What follows belongs to an exercise in optimizing a design on an open flow for small area and a short achievable clock period; a production flow would make more cautious choices. At most, simulation tests tie the RTL to the original design; equivalence was not proved. The flow treats the clock pin as an ideal source, which a real chip does not have. Power and IR drop assume default switching activity.

==> module instr_mem_loader, before the edit <==
module instr_mem_loader #(
  parameter logic [7:0] LOAD_BASE      = 8'h00,
  parameter logic       ERR_ON_HI_BITS = 1'b1
) (
  input  logic       Clk,
  input  logic       Rst,
  input  logic [7:0] i_Addres_Instr_Bus,
  output logic [8:0] o_Instruction,
  input  logic       i_Load_Start,
  input  logic [7:0] i_Load_Byte,
  input  logic       i_Load_Valid,
  output logic       o_Load_Ready,
  output logic       o_Core_Hold,
  output logic       o_Load_Done,
  output logic       o_Load_Err,
  output logic [8:0] o_Load_Count
);
  typedef enum logic [2:0] {
    S_IDLE = 3'd0, S_LEN = 3'd1, S_LO = 3'd2, S_HI = 3'd3, S_DONE = 3'd5
  } state_t;
  state_t     r_state;
  state_t     w_state_nxt;
  logic [8:0] r_mem [256];
  logic [7:0] r_ptr;
  logic [7:0] r_lo;
  logic [8:0] r_remaining;
  logic       r_err_pend;
  logic       r_hold;
  logic       r_err;
  logic [8:0] r_count;
  logic w_ready;
  logic w_accept;
  logic w_last;
  logic w_hi_bad;
  logic w_we;
  assign o_Instruction = r_mem[i_Addres_Instr_Bus];
  assign o_Load_Ready  = w_ready;
  assign o_Core_Hold   = r_hold;
  assign o_Load_Err    = r_err;
  assign o_Load_Count  = r_count;
  assign w_last   = (r_remaining == 9'd1);
  assign w_hi_bad = ERR_ON_HI_BITS && (i_Load_Byte[7:1] != 7'd0);
  assign w_we     = w_accept && (r_state == S_HI) && !Rst;
  always_ff @(posedge Clk) begin
    if (Rst) begin
      r_state <= S_IDLE;
    end else begin
      r_state <= w_state_nxt;
    end
  end
  always_comb begin
    w_state_nxt = r_state;
    w_ready     = 1'b0;
    o_Load_Done = 1'b0;
    case (r_state)
      S_LEN, S_LO, S_HI: w_ready = 1'b1;
      S_DONE: begin
        o_Load_Done = ~r_err_pend;
        w_state_nxt = S_IDLE;
      end
      default: ;
    endcase
    w_accept = w_ready & i_Load_Valid & ~i_Load_Start;
    if (w_accept) begin
      case (r_state)
        S_LEN: w_state_nxt = S_LO;
        S_LO:  w_state_nxt = S_HI;
        S_HI:  w_state_nxt = w_last ? S_DONE : S_LO;
        default: ;
      endcase
    end
    if (i_Load_Start) begin
      w_state_nxt = S_LEN;
    end
  end
  always_ff @(posedge Clk) begin
    if (Rst) begin
      r_ptr       <= LOAD_BASE;
      r_lo        <= 8'd0;
      r_remaining <= 9'd0;
      r_err_pend  <= 1'b0;
      r_hold      <= 1'b0;
      r_err       <= 1'b0;
      r_count     <= 9'd0;
    end else if (i_Load_Start) begin
      r_ptr       <= LOAD_BASE;
      r_remaining <= 9'd0;
      r_err_pend  <= 1'b0;
      r_hold      <= 1'b1;
      r_err       <= 1'b0;
      r_count     <= 9'd0;
    end else begin
      if (w_accept) begin
        case (r_state)
          S_LEN: r_remaining <= (i_Load_Byte == 8'd0) ? 9'd256 : {1'b0, i_Load_Byte};
          S_LO:  r_lo <= i_Load_Byte;
          S_HI: begin
            r_ptr       <= r_ptr + 8'd1;
            r_remaining <= r_remaining - 9'd1;
            if (r_count != 9'h100) begin
              r_count <= r_count + 9'd1;
            end
            if (w_hi_bad) begin
              r_err_pend <= 1'b1;
            end
          end
          default: ;
        endcase
      end
      if (r_state == S_DONE) begin
        if (r_err_pend) begin
          r_err <= 1'b1;
        end else begin
          r_hold <= 1'b0;
        end
        r_err_pend <= 1'b0;
      end
    end
  end
  always_ff @(posedge Clk) begin
    if (w_we) begin
      r_mem[r_ptr] <= {i_Load_Byte[0], r_lo};
    end
  end
endmodule
Settings: LEC_CHECK=0, CAP_MARGIN=20, CORE_MARGIN=2, CORE_UTILIZATION=40, SETUP_SLACK_MARGIN=3, SLEW_MARGIN=20; clock period 8.0 ns.
run.sh (not shown) runs the stock make flow with config.mk's settings and CLKGATE_MAP_FILE= SYNTH_SCRIPT=/design/flow/synth_recipe.tcl, a recipe that flattens the netlist after the stock synthesis.
Rerun with:
--- a/flow/design.v
+++ b/flow/design.v
@@ -32,11 +32,22 @@
   logic w_ready;
   logic w_accept;
   logic w_last;
   logic w_hi_bad;
   logic w_we;
-  assign o_Instruction = r_mem[i_Addres_Instr_Bus];
+  logic [255:0] w_sel;
+  logic [8:0]   w_rd;
+  always_comb begin
+    for (int i = 0; i < 256; i++) begin
+      w_sel[i] = (i_Addres_Instr_Bus == i[7:0]);
+    end
+    w_rd = 9'd0;
+    for (int i = 0; i < 256; i++) begin
+      w_rd = w_rd | (r_mem[i] & {9{w_sel[i]}});
+    end
+  end
+  assign o_Instruction = w_rd;
   assign o_Load_Ready  = w_ready;
   assign o_Core_Hold   = r_hold;
   assign o_Load_Err    = r_err;
   assign o_Load_Count  = r_count;
   assign w_last   = (r_remaining == 9'd1);
After rerunning: This time the run finished with capacitance limit, slew limit left. Combinational power is lower by 37%. Global-route usage is higher by 20 points. Via count is higher by 46%. Non-clock buffer count is higher by 440. Core utilization is higher by 3.2 points. Total power is higher by about 1.8%. Synthesized cell count is higher by about 17%. Hold slack improves by 0.0082 ns. Setup slack degrades by 1.7 ns. Die area is lower by about 3.7%. First-iteration DRC count is higher to 2.8 times its value. Critical path depth is higher by 3. Cell area is higher by 2.5%.
Function was not checked in any run of this note: the RTL went through the layout flow alone.


The RTL this note starts from:
==> flow/design.v <==
`default_nettype none
module instr_mem_loader #(
  parameter logic [7:0] LOAD_BASE      = 8'h00,
  parameter logic       ERR_ON_HI_BITS = 1'b1
) (
  input  logic       Clk,
  input  logic       Rst,
  input  logic [7:0] i_Addres_Instr_Bus,
  output logic [8:0] o_Instruction,
  input  logic       i_Load_Start,
  input  logic [7:0] i_Load_Byte,
  input  logic       i_Load_Valid,
  output logic       o_Load_Ready,
  output logic       o_Core_Hold,
  output logic       o_Load_Done,
  output logic       o_Load_Err,
  output logic [8:0] o_Load_Count
);
  typedef enum logic [2:0] {
    S_IDLE = 3'd0, S_LEN = 3'd1, S_LO = 3'd2, S_HI = 3'd3, S_DONE = 3'd5
  } state_t;
  state_t     r_state;
  state_t     w_state_nxt;
  logic [8:0] r_mem [256];
  logic [7:0] r_ptr;
  logic [7:0] r_lo;
  logic [8:0] r_remaining;
  logic       r_err_pend;
  logic       r_hold;
  logic       r_err;
  logic [8:0] r_count;
  logic w_ready;
  logic w_accept;
  logic w_last;
  logic w_hi_bad;
  logic w_we;
  logic [15:0]  w_dec_lo_n;
  logic [15:0]  w_dec_hi_n;
  logic [255:0] w_sel;
  logic [8:0]   w_rd;
  iml_dec4n u_dec_lo (.i_a(i_Addres_Instr_Bus[3:0]), .o_yn(w_dec_lo_n));
  iml_dec4n u_dec_hi (.i_a(i_Addres_Instr_Bus[7:4]), .o_yn(w_dec_hi_n));
  for (genvar r = 0; r < 256; r++) begin : g_sel
    iml_nor2 u_sel (.i_a(w_dec_lo_n[r % 16]), .i_b(w_dec_hi_n[r / 16]), .o_y(w_sel[r]));
  end
  logic [8:0] w_q [256];
  for (genvar r = 0; r < 256; r++) begin : g_q
    assign w_q[r] = r_mem[r];
  end
  for (genvar b = 0; b < 9; b++) begin : g_bit
    logic [127:0] w_l1_n;
    logic [31:0]  w_l2;
    logic [7:0]   w_l3_n;
    logic [1:0]   w_l4;
    for (genvar k = 0; k < 128; k++) begin : g_l1
      iml_aoi22 u_aoi (
        .i_a1(w_sel[2*k]),   .i_a2(w_q[2*k][b]),
        .i_b1(w_sel[2*k+1]), .i_b2(w_q[2*k+1][b]),
        .o_yn(w_l1_n[k])
      );
    end
    for (genvar k = 0; k < 32; k++) begin : g_l2
      iml_nand4 u_nand (.i_a(w_l1_n[4*k]), .i_b(w_l1_n[4*k+1]), .i_c(w_l1_n[4*k+2]),
                        .i_d(w_l1_n[4*k+3]), .o_y(w_l2[k]));
    end
    for (genvar k = 0; k < 8; k++) begin : g_l3
      iml_nor4 u_nor (.i_a(w_l2[4*k]), .i_b(w_l2[4*k+1]), .i_c(w_l2[4*k+2]),
                      .i_d(w_l2[4*k+3]), .o_yn(w_l3_n[k]));
    end
    for (genvar k = 0; k < 2; k++) begin : g_l4
      iml_nand4 u_nand4 (.i_a(w_l3_n[4*k]), .i_b(w_l3_n[4*k+1]), .i_c(w_l3_n[4*k+2]),
                         .i_d(w_l3_n[4*k+3]), .o_y(w_l4[k]));
    end
    iml_or2 u_or (.i_a(w_l4[0]), .i_b(w_l4[1]), .o_y(w_rd[b]));
  end
  assign o_Instruction = w_rd;
  assign o_Load_Ready  = w_ready;
  assign o_Core_Hold   = r_hold;
  assign o_Load_Err    = r_err;
  assign o_Load_Count  = r_count;
  assign w_last   = (r_remaining == 9'd1);
  assign w_hi_bad = ERR_ON_HI_BITS && (i_Load_Byte[7:1] != 7'd0);
  assign w_we     = w_accept && (r_state == S_HI) && !Rst;
  always_ff @(posedge Clk) begin
    if (Rst) begin
      r_state <= S_IDLE;
    end else begin
      r_state <= w_state_nxt;
    end
  end
  always_comb begin
    w_state_nxt = r_state;
    w_ready     = 1'b0;
    o_Load_Done = 1'b0;
    case (r_state)
      S_LEN, S_LO, S_HI: w_ready = 1'b1;
      S_DONE: begin
        o_Load_Done = ~r_err_pend;
        w_state_nxt = S_IDLE;
      end
      default: ;
    endcase
    w_accept = w_ready & i_Load_Valid & ~i_Load_Start;
    if (w_accept) begin
      case (r_state)
        S_LEN: w_state_nxt = S_LO;
        S_LO:  w_state_nxt = S_HI;
        S_HI:  w_state_nxt = w_last ? S_DONE : S_LO;
        default: ;
      endcase
    end
    if (i_Load_Start) begin
      w_state_nxt = S_LEN;
    end
  end
  always_ff @(posedge Clk) begin
    if (Rst) begin
      r_ptr       <= LOAD_BASE;
      r_lo        <= 8'd0;
      r_remaining <= 9'd0;
      r_err_pend  <= 1'b0;
      r_hold      <= 1'b0;
      r_err       <= 1'b0;
      r_count     <= 9'd0;
    end else if (i_Load_Start) begin
      r_ptr       <= LOAD_BASE;
      r_remaining <= 9'd0;
      r_err_pend  <= 1'b0;
      r_hold      <= 1'b1;
      r_err       <= 1'b0;
      r_count     <= 9'd0;
    end else begin
      if (w_accept) begin
        case (r_state)
          S_LEN: r_remaining <= (i_Load_Byte == 8'd0) ? 9'd256 : {1'b0, i_Load_Byte};
          S_LO:  r_lo <= i_Load_Byte;
          S_HI: begin
            r_ptr       <= r_ptr + 8'd1;
            r_remaining <= r_remaining - 9'd1;
            if (r_count != 9'h100) begin
              r_count <= r_count + 9'd1;
            end
            if (w_hi_bad) begin
              r_err_pend <= 1'b1;
            end
          end
          default: ;
        endcase
      end
      if (r_state == S_DONE) begin
        if (r_err_pend) begin
          r_err <= 1'b1;
        end else begin
          r_hold <= 1'b0;
        end
        r_err_pend <= 1'b0;
      end
    end
  end
  always_ff @(posedge Clk) begin
    if (w_we) begin
      r_mem[r_ptr] <= {i_Load_Byte[0], r_lo};
    end
  end
endmodule
module iml_dec4n (
  input  logic [3:0]  i_a,
  output logic [15:0] o_yn
);
  for (genvar i = 0; i < 16; i++) begin : g_y
    assign o_yn[i] = (i_a != i);
  end
endmodule
module iml_nor2 (input logic i_a, i_b, output logic o_y);
  assign o_y = ~(i_a | i_b);
endmodule
module iml_nand4 (input logic i_a, i_b, i_c, i_d, output logic o_y);
  assign o_y = ~(i_a & i_b & i_c & i_d);
endmodule
module iml_nor4 (input logic i_a, i_b, i_c, i_d, output logic o_yn);
  assign o_yn = ~(i_a | i_b | i_c | i_d);
endmodule
module iml_or2 (input logic i_a, i_b, output logic o_y);
  assign o_y = i_a | i_b;
endmodule
module iml_aoi22 (
  input  logic i_a1, i_a2, i_b1, i_b2,
  output logic o_yn
);
  assign o_yn = ~((i_a1 & i_a2) | (i_b1 & i_b2));
endmodule
`default_nettype wire
clock: 8.0 ns
lec_check: 0
cap_margin: 20
core_margin: 2
core_utilization: 60
cts_cluster_diameter: 60
cts_cluster_size: 25
setup_slack_margin: 3
slew_margin: 20
synth_hierarchical: 1
Then changed:
--- a/flow/design.v
+++ b/flow/design.v
@@ -49,26 +49,30 @@
   end
   for (genvar b = 0; b < 9; b++) begin : g_bit
-    logic [127:0] w_l1_n;
-    logic [31:0]  w_l2;
-    logic [7:0]   w_l3_n;
-    logic [1:0]   w_l4;
-    for (genvar k = 0; k < 128; k++) begin : g_l1
-      iml_aoi22 u_aoi (
-        .i_a1(w_sel[2*k]),   .i_a2(w_q[2*k][b]),
-        .i_b1(w_sel[2*k+1]), .i_b2(w_q[2*k+1][b]),
+    logic [85:0] w_l1_n;
+    logic [21:0] w_l2;
+    logic [5:0]  w_l3_n;
+    logic [1:0]  w_l4;
+    for (genvar k = 0; k < 85; k++) begin : g_l1
+      iml_aoi222 u_aoi (
+        .i_a1(w_sel[3*k]),   .i_a2(w_q[3*k][b]),
+        .i_b1(w_sel[3*k+1]), .i_b2(w_q[3*k+1][b]),
+        .i_c1(w_sel[3*k+2]), .i_c2(w_q[3*k+2][b]),
         .o_yn(w_l1_n[k])
       );
     end
-    for (genvar k = 0; k < 32; k++) begin : g_l2
+    iml_nand2 u_nand_row255 (.i_a(w_sel[255]), .i_b(w_q[255][b]), .o_y(w_l1_n[85]));
+    for (genvar k = 0; k < 21; k++) begin : g_l2
       iml_nand4 u_nand (.i_a(w_l1_n[4*k]), .i_b(w_l1_n[4*k+1]), .i_c(w_l1_n[4*k+2]),
                         .i_d(w_l1_n[4*k+3]), .o_y(w_l2[k]));
     end
-    for (genvar k = 0; k < 8; k++) begin : g_l3
+    iml_nand2 u_nand_last (.i_a(w_l1_n[84]), .i_b(w_l1_n[85]), .o_y(w_l2[21]));
+    for (genvar k = 0; k < 5; k++) begin : g_l3
       iml_nor4 u_nor (.i_a(w_l2[4*k]), .i_b(w_l2[4*k+1]), .i_c(w_l2[4*k+2]),
                       .i_d(w_l2[4*k+3]), .o_yn(w_l3_n[k]));
     end
+    iml_nor2 u_nor_last (.i_a(w_l2[20]), .i_b(w_l2[21]), .o_y(w_l3_n[5]));
     for (genvar k = 0; k < 2; k++) begin : g_l4
-      iml_nand4 u_nand4 (.i_a(w_l3_n[4*k]), .i_b(w_l3_n[4*k+1]), .i_c(w_l3_n[4*k+2]),
-                         .i_d(w_l3_n[4*k+3]), .o_y(w_l4[k]));
+      iml_nand3 u_nand3 (.i_a(w_l3_n[3*k]), .i_b(w_l3_n[3*k+1]), .i_c(w_l3_n[3*k+2]),
+                         .o_y(w_l4[k]));
     end
     iml_or2 u_or (.i_a(w_l4[0]), .i_b(w_l4[1]), .o_y(w_rd[b]));
@@ -175,4 +179,10 @@
   assign o_y = ~(i_a | i_b);
 endmodule
+module iml_nand2 (input logic i_a, i_b, output logic o_y);
+  assign o_y = ~(i_a & i_b);
+endmodule
+module iml_nand3 (input logic i_a, i_b, i_c, output logic o_y);
+  assign o_y = ~(i_a & i_b & i_c);
+endmodule
 module iml_nand4 (input logic i_a, i_b, i_c, i_d, output logic o_y);
   assign o_y = ~(i_a & i_b & i_c & i_d);
@@ -184,9 +194,9 @@
   assign o_y = i_a | i_b;
 endmodule
-module iml_aoi22 (
-  input  logic i_a1, i_a2, i_b1, i_b2,
+module iml_aoi222 (
+  input  logic i_a1, i_a2, i_b1, i_b2, i_c1, i_c2,
   output logic o_yn
 );
-  assign o_yn = ~((i_a1 & i_a2) | (i_b1 & i_b2));
+  assign o_yn = ~((i_a1 & i_a2) | (i_b1 & i_b2) | (i_c1 & i_c2));
 endmodule
 `default_nettype wire
Non-clock buffer count decreases by 102.
Wire length decreases by a few percent.
Sequential share of layout area increases by 6.1 points.
Fmax increases slightly.
Via count decreases by a few percent.
Clock-buffer cell count increases by 5.
No functional check of the RTL was part of the first run of this note.


instr_mem_loader, a different RTL version from the one above (not shown whole).
Size in the first run: about 4600 cells after synthesis, roughly 2300 flip-flops, about 86000 um^2 of cells after synthesis.
==> module instr_mem_loader, before the edit <==
module instr_mem_loader #(
  parameter logic [7:0] LOAD_BASE      = 8'h00,
  parameter logic       ERR_ON_HI_BITS = 1'b1
) (
  input  logic       Clk,
  input  logic       Rst,
  input  logic [7:0] i_Addres_Instr_Bus,
  output logic [8:0] o_Instruction,
  input  logic       i_Load_Start,
  input  logic [7:0] i_Load_Byte,
  input  logic       i_Load_Valid,
  output logic       o_Load_Ready,
  output logic       o_Core_Hold,
  output logic       o_Load_Done,
  output logic       o_Load_Err,
  output logic [8:0] o_Load_Count
);
  typedef enum logic [2:0] {
    S_IDLE = 3'd0, S_LEN = 3'd1, S_LO = 3'd2, S_HI = 3'd3, S_DONE = 3'd5
  } state_t;
  state_t     r_state;
  state_t     w_state_nxt;
  logic [8:0] r_mem [256];
  logic [7:0] r_ptr;
  logic [7:0] r_lo;
  logic [8:0] r_remaining;
  logic       r_err_pend;
  logic       r_hold;
  logic       r_err;
  logic [8:0] r_count;
  logic w_ready;
  logic w_accept;
  logic w_last;
  logic w_hi_bad;
  logic w_we;
  logic [15:0] w_dec_lo [4];
  logic [15:0] w_dec_hi;
  logic [8:0]  w_rd;
  for (genvar k = 0; k < 4; k++) begin : g_dec_lo
    iml_dec4 u_dec_lo (.i_a(i_Addres_Instr_Bus[3:0]), .o_y(w_dec_lo[k]));
  end
  iml_dec4 u_dec_hi (.i_a(i_Addres_Instr_Bus[7:4]), .o_y(w_dec_hi));
  for (genvar b = 0; b < 9; b++) begin : g_bit
    logic [15:0] w_grp_n;
    for (genvar g = 0; g < 16; g++) begin : g_grp
      logic [15:0] w_q;
      logic [1:0]  w_half;
      for (genvar r = 0; r < 16; r++) begin : g_q
        assign w_q[r] = r_mem[16*g+r][b];
      end
      iml_lf8 u_lf0 (.i_sel(w_dec_lo[g/4][7:0]),  .i_q(w_q[7:0]),  .o_y(w_half[0]));
      iml_lf8 u_lf1 (.i_sel(w_dec_lo[g/4][15:8]), .i_q(w_q[15:8]), .o_y(w_half[1]));
      iml_oai21 u_gate (.i_a1(w_half[0]), .i_a2(w_half[1]), .i_b1(w_dec_hi[g]), .o_yn(w_grp_n[g]));
    end
    logic [3:0] w_q4;
    logic [1:0] w_q2_n;
    for (genvar k = 0; k < 4; k++) begin : g_n4
      iml_nand4 u_n4 (.i_a(w_grp_n[4*k+3:4*k]), .o_y(w_q4[k]));
    end
    for (genvar k = 0; k < 2; k++) begin : g_n2
      iml_nor2 u_o2 (.i_a(w_q4[2*k]), .i_b(w_q4[2*k+1]), .o_yn(w_q2_n[k]));
    end
    iml_nand2 u_out (.i_a(w_q2_n[0]), .i_b(w_q2_n[1]), .o_y(w_rd[b]));
  end
  assign o_Instruction = w_rd;
  assign o_Load_Ready  = w_ready;
  assign o_Core_Hold   = r_hold;
  assign o_Load_Err    = r_err;
  assign o_Load_Count  = r_count;
  assign w_last   = (r_remaining == 9'd1);
  assign w_hi_bad = ERR_ON_HI_BITS && (i_Load_Byte[7:1] != 7'd0);
  assign w_we     = w_accept && (r_state == S_HI) && !Rst;
  always_ff @(posedge Clk) begin
    if (Rst) begin
      r_state <= S_IDLE;
    end else begin
      r_state <= w_state_nxt;
    end
  end
  always_comb begin
    w_state_nxt = r_state;
    w_ready     = 1'b0;
    o_Load_Done = 1'b0;
    case (r_state)
      S_LEN, S_LO, S_HI: w_ready = 1'b1;
      S_DONE: begin
        o_Load_Done = ~r_err_pend;
        w_state_nxt = S_IDLE;
      end
      default: ;
    endcase
    w_accept = w_ready & i_Load_Valid & ~i_Load_Start;
    if (w_accept) begin
      case (r_state)
        S_LEN: w_state_nxt = S_LO;
        S_LO:  w_state_nxt = S_HI;
        S_HI:  w_state_nxt = w_last ? S_DONE : S_LO;
        default: ;
      endcase
    end
    if (i_Load_Start) begin
      w_state_nxt = S_LEN;
    end
  end
  always_ff @(posedge Clk) begin
    if (Rst) begin
      r_ptr       <= LOAD_BASE;
      r_lo        <= 8'd0;
      r_remaining <= 9'd0;
      r_err_pend  <= 1'b0;
      r_hold      <= 1'b0;
      r_err       <= 1'b0;
      r_count     <= 9'd0;
    end else if (i_Load_Start) begin
      r_ptr       <= LOAD_BASE;
      r_remaining <= 9'd0;
      r_err_pend  <= 1'b0;
      r_hold      <= 1'b1;
      r_err       <= 1'b0;
      r_count     <= 9'd0;
    end else begin
      if (w_accept) begin
        case (r_state)
          S_LEN: r_remaining <= (i_Load_Byte == 8'd0) ? 9'd256 : {1'b0, i_Load_Byte};
          S_LO:  r_lo <= i_Load_Byte;
          S_HI: begin
            r_ptr       <= r_ptr + 8'd1;
            r_remaining <= r_remaining - 9'd1;
            if (r_count != 9'h100) begin
              r_count <= r_count + 9'd1;
            end
            if (w_hi_bad) begin
              r_err_pend <= 1'b1;
            end
          end
          default: ;
        endcase
      end
      if (r_state == S_DONE) begin
        if (r_err_pend) begin
          r_err <= 1'b1;
        end else begin
          r_hold <= 1'b0;
        end
        r_err_pend <= 1'b0;
      end
    end
  end
  always_ff @(posedge Clk) begin
    if (w_we) begin
      r_mem[r_ptr] <= {i_Load_Byte[0], r_lo};
    end
  end
endmodule
clock: 8.0 ns
lec_check: 0
cap_margin: 20
core_margin: 2
core_utilization: 60
cts_cluster_diameter: 60
cts_cluster_size: 25
place_density: 0.75
setup_slack_margin: 3
slew_margin: 20
synth_hierarchical: 1
standard.sh (not shown) runs the stock make flow with config.mk's settings and CLKGATE_MAP_FILE= SYNTH_SCRIPT=/design/flow/synth_recipe.tcl, a recipe that flattens the netlist after the stock synthesis.
==> flow/flow/run.sh <==
#!/bin/bash
# Own layout flow: the standard layout (standard.sh, unchanged synthesis
# and steps), with two changes after placement:
#  - clock tree synthesis is told not to add dummy loads (same sink clustering
#    as config.mk sets);
#  - after clock tree synthesis and its timing repair, cells whose paths have
#    slack to spare are sized down where the worst slack does not drop
#    (flow/area_recover.tcl, run from flow/post_cts.tcl).
set -euo pipefail
export IML_FLOW_DIR="$PWD/flow"
export CTS_ARGS="-sink_clustering_enable -repair_clock_nets -sink_clustering_size 25 -sink_clustering_max_diameter 60 -dont_use_dummy_load"
export POST_CTS_TCL="$PWD/flow/post_cts.tcl"
bash standard.sh > standard_flow.log 2>&1
Other scripts of this flow, unchanged in this note and not shown: flow/flow/area_recover.tcl, flow/flow/post_cts.tcl
==> next run, changes <==
--- a/flow/design.v
+++ b/flow/design.v
@@ -32,27 +32,25 @@
   logic w_ready;
   logic w_accept;
   logic w_last;
   logic w_hi_bad;
   logic w_we;
-  logic [15:0] w_dec_lo [4];
+  logic [15:0] w_dec_lo;
   logic [15:0] w_dec_hi;
   logic [8:0]  w_rd;
-  for (genvar k = 0; k < 4; k++) begin : g_dec_lo
-    iml_dec4 u_dec_lo (.i_a(i_Addres_Instr_Bus[3:0]), .o_y(w_dec_lo[k]));
-  end
+  iml_dec4 u_dec_lo (.i_a(i_Addres_Instr_Bus[3:0]), .o_y(w_dec_lo));
   iml_dec4 u_dec_hi (.i_a(i_Addres_Instr_Bus[7:4]), .o_y(w_dec_hi));
   for (genvar b = 0; b < 9; b++) begin : g_bit
     logic [15:0] w_grp_n;
     for (genvar g = 0; g < 16; g++) begin : g_grp
       logic [15:0] w_q;
       logic [1:0]  w_half;
       for (genvar r = 0; r < 16; r++) begin : g_q
         assign w_q[r] = r_mem[16*g+r][b];
       end
-      iml_lf8 u_lf0 (.i_sel(w_dec_lo[g/4][7:0]),  .i_q(w_q[7:0]),  .o_y(w_half[0]));
-      iml_lf8 u_lf1 (.i_sel(w_dec_lo[g/4][15:8]), .i_q(w_q[15:8]), .o_y(w_half[1]));
+      iml_lf8 u_lf0 (.i_sel(w_dec_lo[7:0]),  .i_q(w_q[7:0]),  .o_y(w_half[0]));
+      iml_lf8 u_lf1 (.i_sel(w_dec_lo[15:8]), .i_q(w_q[15:8]), .o_y(w_half[1]));
       iml_oai21 u_gate (.i_a1(w_half[0]), .i_a2(w_half[1]), .i_b1(w_dec_hi[g]), .o_yn(w_grp_n[g]));
     end
     logic [3:0] w_q4;
     logic [1:0] w_q2_n;
     for (genvar k = 0; k < 4; k++) begin : g_n4
Outcome:
- final cell count hardly moves
- setup slack is better by 0.017 ns
- flip-flop and latch count does not change
- synthesized area decreases by 0.97%
- power went down by 1.3%
- design area is about the same
- via count grows by 1.8%
- global-route usage is higher by 2.5 points

[static timing again, ports no longer ideal]
Ports are ideal in the flow. The routed layouts listed here were re-timed in OpenROAD.
Step 1 assumes that a clkbuf_16 drives the clock port and a buf_2 every other input.
Step 2 also shifts input and output timing later by t, the mid clock arrival at the registers, as if the neighbouring blocks saw the same clock.
Slacks: ideal / step 1 / step 2; pairs: ideal / step 1.
| run | t, ns | setup WS [ns] | slew at the worst register clock pin (ns) | worst data-port slew with drivers (ns) |
|---|---|---|---|---|
| the first run of note 1 | 0.946 | 2.286 / 1.773 / 1.773 | 0.07 / 0.07 | 0.62 |
| the second run of note 1 | 1.019 | 0.604 / 0.429 / 0.429 | 0.07 / 0.07 | 0.25 |
| the first run of note 2 | 0.867 | 1.650 / 1.574 / 1.574 | 0.09 / 0.09 | 0.15 |
| the second run of note 2 | 0.872 | 1.751 / 1.659 / 1.659 | 0.10 / 0.10 | 0.11 |
| the first run of note 3 | 0.846 | 2.208 / 1.897 / 1.897 | 0.09 / 0.09 | 0.42 |
| the second run of note 3 | 0.839 | 2.224 / 1.918 / 1.918 | 0.10 / 0.10 | 0.39 |
For the first run of note 1, which loses most, drivers alone change the setup slack by -0.513 ns; drivers and shift together by -0.513 ns.
